This design comes from an exercise in tuning for small area on the open sky130 flow, not from production work.
In this exercise RTL edits were held to simulation tests only and were not proved equivalent to the original.
No activity file was given, so power comes from the tool's default toggle rates.

===== flow/config.mk =====
export PLATFORM = sky130hd
export DESIGN_NAME = regfile
export DESIGN_NICKNAME = regfile
export VERILOG_FILES = /design/flow/design.v
export SDC_FILE = /design/flow/constraint.sdc
export NUM_CORES = 4
export LEC_CHECK = 0
export CAP_MARGIN = 20
export CORE_MARGIN = 2
export CORE_UTILIZATION = 35
export SLEW_MARGIN = 20
export SYNTH_HIERARCHICAL = 1
export SYNTH_MINIMUM_KEEP_SIZE = 0

===== flow/constraint.sdc =====
create_clock -name core_clock -period 7.0 [get_ports {clk}]
set_input_delay 1.4000 -clock core_clock [delete_from_list [all_inputs] [get_ports {clk}]]
set_output_delay 1.4000 -clock core_clock [all_outputs]
set_load 0.01 [all_outputs]

===== flow/design.v =====
module rf_hold (
    input  logic en,
    input  logic en_n,
    input  logic d,
    input  logic q,
    output logic nq
);
    assign nq = (d & en) | (q & en_n);
endmodule
module rf_aoi222 (
    input  logic [2:0] s,
    input  logic [2:0] d,
    output logic       y_n
);
    assign y_n = ~|(s & d);
endmodule
module rf_rdmux (
    input  logic [30:0] sel,
    input  logic [30:0] d,
    output logic        o
);
    logic [10:0] t_n;
    for (genvar k = 0; k < 10; k++) begin : g_aoi
        rf_aoi222 u_aoi (.s(sel[3*k+2:3*k]), .d(d[3*k+2:3*k]), .y_n(t_n[k]));
    end
    assign t_n[10] = ~(sel[30] & d[30]);
    assign o = ~&t_n;
endmodule
module regfile (
    input  logic        clk,
    input  logic        rst,
    input  logic        we,
    input  logic [4:0]  waddr,
    input  logic [31:0] wdata,
    input  logic        re1,
    input  logic [4:0]  raddr1,
    output logic [31:0] rdata1,
    input  logic        re2,
    input  logic [4:0]  raddr2,
    output logic [31:0] rdata2
);
    logic [31:0] mem_q [1:31];
    logic [31:0] mem_d [1:31];
    logic [31:0] wd;
    logic [31:1] wen, sel1, sel2;
    assign wd = wdata & {32{~rst}};
    always_comb begin
        for (int i = 1; i < 32; i++) begin
            wen[i]  = rst | (we && (waddr == 5'(i)));
            sel1[i] = !rst && re1 && (raddr1 == 5'(i));
            sel2[i] = !rst && re2 && (raddr2 == 5'(i));
        end
    end
    for (genvar i = 1; i < 32; i++) begin : g_reg
        for (genvar b = 0; b < 32; b++) begin : g_bit
            rf_hold u_hold (.en(wen[i]), .en_n(~wen[i]), .d(wd[b]), .q(mem_q[i][b]),
                            .nq(mem_d[i][b]));
        end
    end
    always_ff @(posedge clk) begin
        for (int i = 1; i < 32; i++) begin
            mem_q[i] <= mem_d[i];
        end
    end
    for (genvar b = 0; b < 32; b++) begin : g_rd
        logic [30:0] col;
        for (genvar i = 1; i < 32; i++) begin : g_col
            assign col[i-1] = mem_q[i][b];
        end
        rf_rdmux u_rd1 (.sel(sel1), .d(col), .o(rdata1[b]));
        rf_rdmux u_rd2 (.sel(sel2), .d(col), .o(rdata2[b]));
    end
endmodule

===== flow/run.sh =====
#!/bin/bash
# synth_recipe.tcl (not shown) runs the flow's synth.tcl, then flattens the netlist and writes it again
# the make line also repeats each setting of config.mk as NAME=value (left out here)
make -C /OpenROAD-flow-scripts/flow DESIGN_CONFIG=/design/flow/config.mk WORK_HOME=/design/flow/orfs CLKGATE_MAP_FILE= SYNTH_SCRIPT=/design/flow/synth_recipe.tcl finish

==> run_results.csv <==
group,metric,value,unit
synthesis,yosysSeqAreaShare,52.1,%
floorplanning,start_util,35.2,%
power_and_ir_drop,peakVddDrop,0.000177,V
critical_path,cp_max_fo,19,
synthesis,mappedNetlistArea,38100,um2
critical_path,worstSetupEndpoint,"rdata2[14]",
grt,grt_pass1_vias,34700,
timing,period_minus_slack,6.83,ns
final_layout,area_growth,23.9,%
timing,relSlewSlack,14.4,%
floorplanning,core,108000,um2
floorplanning,num_rows,121,
timing,worstMarginPinSlew,1.28,ns
synthesis,synth_nets,3162,
timing,rsz0062_at_grt,"no",
clock_tree,numCtsBuffers,100,
synthesis,avgSynthCellArea,12.3,um2
timing,setup_tns,0,ns
status,status,"complete, no violations",
grt,grt_use_total,31.6,%
grt,grt_max_degree,40,
timing,fin_ws,0.174,ns
critical_path,startpoint,"raddr2[4]",
place,dpl_worst_slack,0.426,ns
place,place_area,43700,um2
final_layout,fin_area,47300,um2
critical_path,r2r_slack,6.31,ns
clock_tree,insertion_delay,0.68,ns
drt,ant_nets,0,
drt,viasPerCell,7.54,
timing,fmax,147,MHz
run,cap_viol_max_count,0,
critical_path,worstSetupPathType,"input port to output port",
drt,wl,185000,um
grt,antenna_found_initial,9,
clock_tree,numClockSinks,992,
grt,grt_pass1_wl,261000,um
clock_tree,clk_path_buf_depth,3,
place,place.gp.congestion,0.980,
place,dp_hpwl,112000,um
final_layout,largest-register,"mem_q",
synthesis,ys_top_cells_by_area,"dfxtp_1, a22o_1, a222oi_1, nand4_1, a2111o_1",
synthesis,ys_warn_count,10,
floorplanning,die_area,112000,um2
clock_tree,post_cts.repair.setup_buffers,0,
worst_hold_path,worstHoldStart,"mem_q[11][22]",
floorplanning,fp.dieH,334,um
timing,hold_viol,0,
timing,finalSetupViolCount,0,
place,port_buffers,115,
power_and_ir_drop,leakage,18.5,nW
critical_path,r2r-start,"mem_q[31][31]",
critical_path,cp.arrival,5.43,ns
power_and_ir_drop,power,13.5,mW
worst_hold_path,min_path_type,"flop to flop",
critical_path,cp.required,5.60,ns
timing,skew,0,ns
clock_tree,cts_tree,"built",
timing,finalMaxSlewViolations,0,
final_layout,final_core_util,43.6,%
clock_tree,cts.clk_slew.worst_paths,0.06,ns
synthesis,ys_seq_elements,992,
critical_path,timing.rr.end,"mem_q[31][31]",
final_layout,nNetsFinal,3594,
power_and_ir_drop,power_per_cell_area,285,nW/um2
synthesis,yosysTopAreaCellShare,52.1,%
synthesis,ys_types,26,
synthesis,synth_cells,3110,
clock_tree,postCtsHoldBufs,0,
critical_path,cp-start-kind,"input port",
timing,finalCritPeriodShare,97.5,%
clock_tree,root_buffer,"clkbuf_16",
grt,grt_overflow_total,0,
final_layout,largest_reg_flops,992,
final_layout,top_regs,"mem_q: 992 flops",
drt,vias,38000,
critical_path,worstRegToRegCells,1,
clock_tree,ctsResizeCount,0,
drt,drtPass1Iterations,15,
drt,wl_per_cell,36.8,um
synthesis,yosys.area.top_type,"dfxtp_1",
floorplanning,io_pins,116,
floorplanning,dieWidth,334,um
final_layout,drive_gt1_share,15.4,%
critical_path,endpoint_kind,"output port",
clock_tree,cts_max_level,3,
drt,drt-initial-drc-count,9353,
drt,drc,0,
==> how the worst min path moves through the flow <==
stage	endpoint	slack, ns	depth (start not counted)
finish	mem_q[11][22]	0.50	1
global route	mem_q[16][16]	0.51	1
CTS	mem_q[11][8]	0.50	1
detailed placement	mem_q[22][22]	0.48	1
global placement	mem_q[10][3]	0.48	1
floorplan	mem_q[10][0]	0.46	1
==> synth_stat cells, drive strengths merged <==
library cell and n:
a2111o 64, a21o 31, a21oi 31, a222oi 640, a22o 992, and2 1, and4 1, and4b 3
buf 18, clkbuf 26, dfxtp 992, nand2 68, nand2b 8, nand3b 2, nand4 128, nor2 1
nor2b 34, nor3 48, nor4 14, nor4b 1, nor4bb 3, or2 2, or3b 2
==> per-module statistics from Yosys, one instance, submodules excluded <==
module,flip-flops and latches,area (um2)
rf_aoi222,0,10.0
rf_rdmux,0,27.5
regfile,992,21300
rf_hold,0,8.76
==> cell type report <==
cell class	instances	area (um2)
Tap cell	1414	1770
Clock inverter	38	493
Antenna cell	3	7.51
Sequential cell	992	19900
Fill cell	9985	61100
Clock buffer	143	2920
Timing Repair Buffer	374	3280
Multi-Input combinational cell	2074	19000
==> cells by family after synthesis <==
| group | count (synthesis) | synth area share, % |
|---|---|---|
| AO/OA/AOI/OAI | 1758 | 42.5 |
| buffers and inverters | 44 | 0.505 |
| flip-flops | 992 | 52.1 |
| AND/OR/NAND/NOR | 316 | 4.94 |
==> per-stage QoR <==
step | hold slack [ns] | cells
finish | 0.497 | 5038
global route | 0.511 | 5035
CTS | 0.499 | 5030
detailed placement | 0.478 | 4849
global placement | 0.476 | 4848
floorplan | 0.462 | 3110
==> report_power, final <==
group,switching (mW),leakage [nW],internal (mW)
Clock,2.37,1.68,3.26
Sequential,0.391,8.25,6.13
Combinational,0.756,8.57,0.539
Total,3.52,18.5,9.93
==> layout by cell type (no fill, tap or decap), types with 64 or more instances in the layout <==
master           count
a22o_1             992
nand2_1             68
a222oi_1           640
clkbuf_16          101
nand4_1            128
dfxtp_1            992
buf_4              247
clkdlybuf4s50_1    114
a2111o_1            64
==> critical path, stage by stage <==
cell and delay, ns:
clkdlybuf4s50_1 0.47, or3b_1 0.53, buf_4 0.26, buf_4 0.24, nor3_4 0.07, buf_4 0.23
a222oi_1 0.62, nand4_1 0.59, a2111o_1 0.49, clkdlybuf4s50_1 0.51
==> metal layers <==
layer / track usage, % / vias up / share of wire, %
li1: - / 15500 / -
met2: 43.1 / 3401 / 40
met1: 42.9 / 18600 / 38
met3: 12.0 / 525 / 16
met5: 0 / - / 0.049
met4: 16.3 / 14 / 6.1

[afterwards: timing with drivers on the ports]
No port has a modelled driver above. Below, the same layout with a new extraction and two added sets of constraints. Step 1 sets driving cells, clkbuf_16 on the clock port and buf_2 on the other inputs (assumed; they add their load-dependent delay and slew). Step 2 adds t to the input delays and takes it off the output delays; t is the mean of the earliest and latest rising clock arrival at the registers after step 1. Input paths then give back, and output paths get back, about the clock's delay inside the block. a / b / c = ideal ports / drivers / drivers and shift; a / b = the first two.
t, ns: 0.760
slack for setup (ns): 0.174 / 0.148 / 0.148
latest minus earliest clock arrival (ns): 0.031 / 0.031
worst data-port slew with drivers (ns): 0.08
After both steps this run still meets setup and hold. For this run, drivers alone change the setup slack by -0.026 ns; drivers and shift together by -0.026 ns.
